From an optimization exercise on the open Yosys and OpenROAD flow, aimed at small area, a short achievable clock period and few clock cycles; shortcuts taken in it are not production practice.
Where RTL was checked, it was by simulation tests only, not by an equivalence proof against the original.
Power figures rest on the tool's default switching activity, not on a simulated workload.

v28:
==> flow/design.v <==
package dpc_pkg;
	localparam int PIX_W  = 8;
	localparam int DIM_W  = 9;
	localparam int CNT_W  = 17;
	localparam int SUM_W  = 24;
	localparam int CFG_IW = 3;
	localparam int CFG_DW = 17;
endpackage
module dark_pixel_centroid (
	input  logic        clk,
	input  logic        arst_n,
	input  logic        cfg_valid,
	output logic        cfg_ready,
	input  logic [2:0]  cfg_index,
	input  logic [16:0] cfg_data,
	input  logic        s_tvalid,
	output logic        s_tready,
	input  logic [7:0]  s_tdata,
	input  logic        s_tlast,
	output logic        m_tvalid,
	input  logic        m_tready,
	output logic [39:0] m_tdata,
	output logic        m_tuser
);
	logic [7:0]  cfg_wm1;                         
	logic [8:0]  cfg_xs1, cfg_xe1, cfg_ys1, cfg_ye1;   
	logic [7:0]  cfg_thr;
	logic [16:0] cfg_min, cfg_max;
	logic [8:0]  cfg_dec;
	assign cfg_ready = 1'b1;
	assign cfg_dec   = cfg_data[8:0] - 9'd1;
	always_ff @(posedge clk or negedge arst_n) begin
		if (!arst_n) begin
			cfg_wm1 <= 8'd95;
			cfg_thr <= 8'd85;
			cfg_xs1 <= 9'd9;
			cfg_xe1 <= 9'd85;
			cfg_ys1 <= 9'd9;
			cfg_ye1 <= 9'd85;
			cfg_min <= 17'd180;
			cfg_max <= 17'd3176;
		end else if (cfg_valid) begin
			case (cfg_index)
				3'd0: cfg_wm1 <= cfg_dec[8] ? {8{cfg_data[8]}} : cfg_dec[7:0];
				3'd1: cfg_thr <= cfg_data[7:0];
				3'd2: cfg_xs1 <= cfg_dec;
				3'd3: cfg_xe1 <= cfg_dec;
				3'd4: cfg_ys1 <= cfg_dec;
				3'd5: cfg_ye1 <= cfg_dec;
				3'd6: cfg_min <= cfg_data;
				3'd7: cfg_max <= cfg_data;
				default: ;
			endcase
		end
	end
	logic rdy_q, v0_q, div_q, vld_q, clr_q;
	logic last_q, w0_q;           
	logic lo_q, hi_q, swap_q, fin_q;
	logic clr, last;
	logic [7:0]  col_q, row_q;    
	logic        fs_q;            
	logic        xs_q, xe_q;      
	logic        ys_q, ye_q;      
	logic [16:0] cnt_q;           
	logic        full_q;          
	logic        nz_q, min_q, max_q;   
	logic [26:0] x_q;             
	logic [23:0] y_q;             
	logic        cx_q, cy_q;      
	logic        cd_q;            
	logic        found_q, nf_q;
	assign clr  = clr_q;
	assign last = last_q;
	logic       wrap, inc, eq_min, eq_max;
	logic       xs_d, xe_d, ys_d, ye_d;
	logic       xs_z, xe_z, ys_z, ye_z;
	logic [8:0] sx_lo, sy_lo;
	logic [16:0] sx_hi, sy_hi;
	logic       force_x, force_y;
	assign wrap = col_q == cfg_wm1;
	assign xs_z = &cfg_xs1;
	assign xe_z = &cfg_xe1;
	assign ys_z = &cfg_ys1;
	assign ye_z = &cfg_ye1;
	always_comb begin
		xs_d = xs_q;
		xe_d = xe_q;
		ys_d = ys_q;
		ye_d = ye_q;
		if (clr || last || (fs_q && !v0_q)) begin
			xs_d = xs_z;
			xe_d = xe_z;
			ys_d = ys_z;
			ye_d = ye_z;
		end else if (v0_q) begin
			if (wrap) begin
				xs_d = xs_z;
				xe_d = xe_z;
				if (row_q != 8'hff) begin
					if ({1'b0, row_q} == cfg_ys1) ys_d = 1'b1;
					if ({1'b0, row_q} == cfg_ye1) ye_d = 1'b1;
				end
			end else begin
				if ({1'b0, col_q} == cfg_xs1) xs_d = 1'b1;
				if ({1'b0, col_q} == cfg_xe1) xe_d = 1'b1;
			end
		end
	end
	assign inc    = w0_q && !full_q;
	assign eq_min = cnt_q == cfg_min;
	assign eq_max = cnt_q == cfg_max;
	assign sx_lo   = {1'b0, x_q[7:0]} + {1'b0, col_q & {8{w0_q}}};
	assign sy_lo   = {1'b0, y_q[7:0]} + {1'b0, row_q & {8{w0_q}}};
	assign sx_hi   = {1'b0, x_q[23:8]} + {16'd0, cx_q};
	assign sy_hi   = {1'b0, y_q[23:8]} + {16'd0, cy_q};
	assign force_x = (cx_q && x_q[23:8] == 16'hffff) || (fin_q && (x_q[8] || !found_q));
	assign force_y = (cy_q && y_q[23:8] == 16'hffff) || (fin_q && (y_q[8] || !found_q));
	logic [11:0] lo;
	logic [9:0]  hi;
	logic        neg, found;
	assign neg     = x_q[26];
	assign lo      = {1'b0, x_q[17:8], 1'b1} + {1'b0, cnt_q[9:0] ^ {10{!neg}}, !neg};
	assign hi      = {x_q[26:18], 1'b1} + {{2'b0, cnt_q[16:10]} ^ {9{!neg}}, cd_q};
	assign found = nz_q && (min_q || eq_min) && !max_q;
	always_ff @(posedge clk or negedge arst_n) begin
		if (!arst_n) begin
			rdy_q  <= 1'b0;
			v0_q   <= 1'b0;
			last_q <= 1'b0;
			div_q  <= 1'b0;
			vld_q  <= 1'b0;
			clr_q  <= 1'b1;
			lo_q   <= 1'b0;
			hi_q   <= 1'b0;
			swap_q <= 1'b0;
			fin_q  <= 1'b0;
		end else begin
			v0_q   <= s_tvalid && rdy_q;
			last_q <= s_tvalid && rdy_q && s_tlast;
			clr_q  <= vld_q && m_tready;
			if (clr_q)                     rdy_q <= 1'b1;
			else if (s_tvalid && s_tlast)  rdy_q <= 1'b0;
			if (last_q)        div_q <= 1'b1;
			else if (fin_q)    div_q <= 1'b0;
			if (fin_q)         vld_q <= 1'b1;
			else if (m_tready) vld_q <= 1'b0;
			lo_q   <= div_q && !col_q[0] && (col_q <= 8'd16 || (col_q >= 8'd20 && col_q <= 8'd36));
			hi_q   <= div_q &&  col_q[0] && (col_q <= 8'd17 || (col_q >= 8'd21 && col_q <= 8'd37));
			swap_q <= div_q && col_q == 8'd18;
			fin_q  <= div_q && col_q == 8'd38;
		end
	end
	always_ff @(posedge clk) begin
		w0_q    <= s_tvalid && rdy_q && (s_tdata < cfg_thr) && xs_d && !xe_d && ys_d && !ye_d;
		found_q <= found;
		nf_q    <= !found;
		xs_q <= xs_d;
		xe_q <= xe_d;
		ys_q <= ys_d;
		ye_q <= ye_d;
		if (clr || last) fs_q <= 1'b1;
		else if (v0_q)   fs_q <= 1'b0;
		if (clr || last) begin
			col_q <= '0;
			row_q <= '0;
		end else if (div_q) begin
			col_q <= col_q + 8'd1;
		end else if (v0_q) begin
			if (wrap) begin
				col_q <= '0;
				if (row_q != 8'hff) row_q <= row_q + 8'd1;
			end else begin
				col_q <= col_q + 8'd1;
			end
		end
		cnt_q <= (clr || (fin_q && !found_q)) ? 17'd0 : cnt_q + {16'd0, inc};
		if (clr) begin
			full_q <= 1'b0;
			nz_q   <= 1'b0;
			min_q  <= 1'b0;
			max_q  <= 1'b0;
		end else if (inc) begin
			nz_q  <= 1'b1;
			if (cnt_q == 17'h1fffe) full_q <= 1'b1;
			if (eq_min) min_q <= 1'b1;
			if (eq_max) max_q <= 1'b1;
		end
		cx_q <= sx_lo[8] && !clr;
		cy_q <= sy_lo[8] && !clr;
		y_q  <= clr ? 24'd0 : force_y ? 24'hffffff : {sy_hi[15:0], sy_lo[7:0]};
		if (clr) begin
			x_q <= '0;
		end else if (swap_q) begin
			x_q      <= {3'b0, y_q};
			y_q[8:0] <= x_q[8:0];
		end else if (lo_q) begin
			x_q[17:8] <= lo[10:1];
			cd_q      <= lo[11];
		end else if (hi_q) begin
			x_q <= {hi[8:1], x_q[17:0], !hi[9]};
		end else begin
			x_q <= {3'b0, force_x ? 24'hffffff : {sx_hi[15:0], sx_lo[7:0]}};
		end
	end
	assign s_tready = rdy_q;
	assign m_tvalid = vld_q;
	assign m_tuser  = found_q;
	assign m_tdata  = {5'b0, cnt_q, nf_q, x_q[7:0], nf_q, y_q[7:0]};
endmodule
export LEC_CHECK = 0
export CAP_MARGIN = 20
export CORE_MARGIN = 2
export CORE_UTILIZATION = 40
export SETUP_SLACK_MARGIN = 2.7
export SLEW_MARGIN = 20
create_clock -name core_clock -period 5.0 [get_ports {clk}]
run.sh (not shown) runs the stock make flow with config.mk's settings and CLKGATE_MAP_FILE= SYNTH_SCRIPT=/design/flow/synth_recipe.tcl, a recipe that flattens the netlist after the stock synthesis.
v28 ran to completion and came out clean on the timing, DRC and antenna checks.
Testbench counts of v28, summed over its fixed seeds: cycles 111,092.
The inputs of v10 differ from those of v28 as listed below.
-- flow/design.v --
<<< v28, line 77
	logic [8:0] sx_lo, sy_lo;
	logic [16:0] sx_hi, sy_hi;
	logic       force_x, force_y;
	assign wrap = col_q == cfg_wm1;
	assign xs_z = &cfg_xs1;
>>> v10, line 77
	logic [8:0] sx_lo, sy_lo;
	logic [16:0] sx_hi, sy_hi;
	assign wrap = col_q == cfg_wm1;
	assign xs_z = &cfg_xs1;
<<< v28, line 110
	assign eq_min = cnt_q == cfg_min;
	assign eq_max = cnt_q == cfg_max;
	assign sx_lo   = {1'b0, x_q[7:0]} + {1'b0, col_q & {8{w0_q}}};
	assign sy_lo   = {1'b0, y_q[7:0]} + {1'b0, row_q & {8{w0_q}}};
	assign sx_hi   = {1'b0, x_q[23:8]} + {16'd0, cx_q};
	assign sy_hi   = {1'b0, y_q[23:8]} + {16'd0, cy_q};
	assign force_x = (cx_q && x_q[23:8] == 16'hffff) || (fin_q && (x_q[8] || !found_q));
	assign force_y = (cy_q && y_q[23:8] == 16'hffff) || (fin_q && (y_q[8] || !found_q));
	logic [11:0] lo;
	logic [9:0]  hi;
>>> v10, line 109
	assign eq_min = cnt_q == cfg_min;
	assign eq_max = cnt_q == cfg_max;
	assign sx_lo = {1'b0, x_q[7:0]} + {1'b0, col_q & {8{w0_q}}};
	assign sy_lo = {1'b0, y_q[7:0]} + {1'b0, row_q & {8{w0_q}}};
	assign sx_hi = {1'b0, x_q[23:8]} + {16'd0, cx_q};
	assign sy_hi = {1'b0, y_q[23:8]} + {16'd0, cy_q};
	logic [11:0] lo;
	logic [9:0]  hi;
<<< v28, line 174
			end
		end
		cnt_q <= (clr || (fin_q && !found_q)) ? 17'd0 : cnt_q + {16'd0, inc};
		if (clr) begin
			full_q <= 1'b0;
			nz_q   <= 1'b0;
			min_q  <= 1'b0;
			max_q  <= 1'b0;
		end else if (inc) begin
			nz_q  <= 1'b1;
			if (cnt_q == 17'h1fffe) full_q <= 1'b1;
>>> v10, line 171
			end
		end
		if (clr) begin
			cnt_q  <= '0;
			full_q <= 1'b0;
			nz_q   <= 1'b0;
			min_q  <= 1'b0;
			max_q  <= 1'b0;
		end else if (fin_q) begin
			if (!found_q) cnt_q <= '0;
		end else if (inc) begin
			cnt_q <= cnt_q + 17'd1;
			nz_q  <= 1'b1;
			if (cnt_q == 17'h1fffe) full_q <= 1'b1;
<<< v28, line 186
			if (eq_max) max_q <= 1'b1;
		end
		cx_q <= sx_lo[8] && !clr;
		cy_q <= sy_lo[8] && !clr;
		y_q  <= clr ? 24'd0 : force_y ? 24'hffffff : {sy_hi[15:0], sy_lo[7:0]};
		if (clr) begin
			x_q <= '0;
		end else if (swap_q) begin
			x_q      <= {3'b0, y_q};
			y_q[8:0] <= x_q[8:0];
		end else if (lo_q) begin
			x_q[17:8] <= lo[10:1];
			cd_q      <= lo[11];
		end else if (hi_q) begin
			x_q <= {hi[8:1], x_q[17:0], !hi[9]};
		end else begin
			x_q <= {3'b0, force_x ? 24'hffffff : {sx_hi[15:0], sx_lo[7:0]}};
		end
	end
>>> v10, line 186
			if (eq_max) max_q <= 1'b1;
		end
		cx_q <= sx_lo[8];
		cy_q <= sy_lo[8];
		if (clr) begin
			x_q  <= '0;
			y_q  <= '0;
			cx_q <= 1'b0;
			cy_q <= 1'b0;
		end else if (swap_q) begin
			x_q <= {3'b0, y_q};
			y_q <= {y_q[23:9], x_q[8:0]};
		end else if (fin_q) begin
			x_q[7:0] <= x_q[7:0] | {8{x_q[8] || !found_q}};
			y_q[7:0] <= y_q[7:0] | {8{y_q[8] || !found_q}};
		end else begin
			y_q <= sy_hi[16] ? 24'hffffff : {sy_hi[15:0], sy_lo[7:0]};
			if (lo_q) begin
				x_q[17:8] <= lo[10:1];
				cd_q      <= lo[11];
			end else if (hi_q) begin
				x_q <= {hi[8:1], x_q[17:0], !hi[9]};
			end else begin
				x_q <= {3'b0, sx_hi[16] ? 24'hffffff : {sx_hi[15:0], sx_lo[7:0]}};
			end
		end
	end
Results
[compare] base=v28 new=v10: fraction of met3 tracks used by global routing shrank by 0.37 points, sequential share of layout area went down 1.0 points, via count of the routed design rose by about 5%, initial core utilization went down 0.19 points, final worst-path cycle share rose 2.6 points.
Going from v28 to v10, count of mapped cells out of synthesis higher, minimum clock period higher, area of the die up 1.9%.
Only the layout flow was run in v10; the RTL was not checked for function there.

---

// dark_pixel_centroid: RTL as listed in full above, without the edits since
Settings: LEC_CHECK=0, CAP_MARGIN=20, CORE_MARGIN=2, CORE_UTILIZATION=40, SETUP_SLACK_MARGIN=2.7, SLEW_MARGIN=20; clock period 5.0 ns.
standard.sh (not shown) runs the stock make flow with config.mk's settings and CLKGATE_MAP_FILE= SYNTH_SCRIPT=/design/flow/synth_recipe.tcl, a recipe that flattens the netlist after the stock synthesis.
==> flow/flow/run.sh <==
#!/bin/bash
# The standard layout (standard.sh: the standard flow's synthesis and ORFS flow, unchanged), with the
# ports buffered by the smallest buffer instead of the resizer's default pick; the resizer
# still upsizes or adds buffers where a port's load or timing needs it.
set -euo pipefail
bash standard.sh finish \
	'BUFFER_PORTS_ARGS=-buffer_cell sky130_fd_sc_hd__buf_1' \
	> make_finish.log 2>&1
Testbench counts at the start, summed over its fixed seeds: cycles 111,092.
Edit:
--- a/flow/design.v
+++ b/flow/design.v
@@ -73,8 +73,9 @@
 	assign last = last_q;
 	logic       wrap, inc, eq_min, eq_max;
 	logic       xs_d, xe_d, ys_d, ye_d;
 	logic       xs_z, xe_z, ys_z, ye_z;
+	logic [23:0] xa, ya;
 	logic [8:0] sx_lo, sy_lo;
 	logic [16:0] sx_hi, sy_hi;
 	logic       force_x, force_y;
 	assign wrap = col_q == cfg_wm1;
@@ -108,14 +109,16 @@
 	end
 	assign inc    = w0_q && !full_q;
 	assign eq_min = cnt_q == cfg_min;
 	assign eq_max = cnt_q == cfg_max;
-	assign sx_lo   = {1'b0, x_q[7:0]} + {1'b0, col_q & {8{w0_q}}};
-	assign sy_lo   = {1'b0, y_q[7:0]} + {1'b0, row_q & {8{w0_q}}};
-	assign sx_hi   = {1'b0, x_q[23:8]} + {16'd0, cx_q};
-	assign sy_hi   = {1'b0, y_q[23:8]} + {16'd0, cy_q};
-	assign force_x = (cx_q && x_q[23:8] == 16'hffff) || (fin_q && (x_q[8] || !found_q));
-	assign force_y = (cy_q && y_q[23:8] == 16'hffff) || (fin_q && (y_q[8] || !found_q));
+	assign xa      = x_q[23:0] & {24{!clr}};
+	assign ya      = y_q & {24{!clr}};
+	assign sx_lo   = {1'b0, xa[7:0]} + {1'b0, col_q & {8{w0_q}}};
+	assign sy_lo   = {1'b0, ya[7:0]} + {1'b0, row_q & {8{w0_q}}};
+	assign sx_hi   = {1'b0, xa[23:8]} + {16'd0, cx_q && !clr};
+	assign sy_hi   = {1'b0, ya[23:8]} + {16'd0, cy_q && !clr};
+	assign force_x = sx_hi[16] || (fin_q && (x_q[8] || !found_q));
+	assign force_y = sy_hi[16] || (fin_q && (y_q[8] || !found_q));
 	logic [11:0] lo;
 	logic [9:0]  hi;
 	logic        neg, found;
 	assign neg     = x_q[26];
@@ -172,9 +175,9 @@
 			end else begin
 				col_q <= col_q + 8'd1;
 			end
 		end
-		cnt_q <= (clr || (fin_q && !found_q)) ? 17'd0 : cnt_q + {16'd0, inc};
+		cnt_q <= (cnt_q & {17{!(clr || (fin_q && !found_q))}}) + {16'd0, inc};
 		if (clr) begin
 			full_q <= 1'b0;
 			nz_q   <= 1'b0;
 			min_q  <= 1'b0;
@@ -184,14 +187,12 @@
 			if (cnt_q == 17'h1fffe) full_q <= 1'b1;
 			if (eq_min) min_q <= 1'b1;
 			if (eq_max) max_q <= 1'b1;
 		end
-		cx_q <= sx_lo[8] && !clr;
-		cy_q <= sy_lo[8] && !clr;
-		y_q  <= clr ? 24'd0 : force_y ? 24'hffffff : {sy_hi[15:0], sy_lo[7:0]};
-		if (clr) begin
-			x_q <= '0;
-		end else if (swap_q) begin
+		cx_q <= sx_lo[8];
+		cy_q <= sy_lo[8];
+		y_q  <= force_y ? 24'hffffff : {sy_hi[15:0], sy_lo[7:0]};
+		if (swap_q) begin
 			x_q      <= {3'b0, y_q};
 			y_q[8:0] <= x_q[8:0];
 		end else if (lo_q) begin
 			x_q[17:8] <= lo[10:1];
Outcome: Power increases by a few percent; worst hold slack improves by 21 ps; combinational power increases by a few percent; cell count barely changes; non-clock buffer count increases by 23; maximum frequency decreases by a few percent; synthesized area increases slightly; via count stays flat.
For the second run of this note, only the layout was checked, not whether the RTL still works.

## what the ideal ports hide
The results above use ideal ports. As a check the final layouts listed here were re-extracted and re-timed, cells and wires unchanged. Step 1 (the two cells are an assumption about what drives the block):
set clk [get_ports {clk}]
set_driving_cell -lib_cell sky130_fd_sc_hd__clkbuf_16 $clk
set_driving_cell -lib_cell sky130_fd_sc_hd__buf_2 [delete_from_list [all_inputs] $clk]
Step 2 times the ports against the registers' clock, not the clock port: input delays grow and output delays shrink by t, the midpoint of the rising clock arrivals with the driver on. Slacks: no drivers / after step 1 / after step 2; pairs: no drivers / after step 1.
run | shift t [ns] | slack for setup (ns) | worst hold slack (ns) | worst setup path at the end
v28 | 0.499 | 2.639 / 2.663 / 2.164 | 0.468 / 0.468 / 0.468 | input to register
v10 | 0.484 | 2.509 / 2.489 / 2.273 | 0.481 / 0.481 / 0.481 | input to register
the first run of note 2 | 0.479 | 2.619 / 2.625 / 2.146 | 0.471 / 0.471 / 0.471 | input to register
the second run of note 2 | 0.495 | 2.568 / 2.568 / 2.220 | 0.492 / 0.492 / 0.492 | input to register
After both steps every run listed still meets setup and hold. For v28, which loses most, drivers alone change the setup slack by +0.024 ns; drivers and shift together by -0.475 ns.
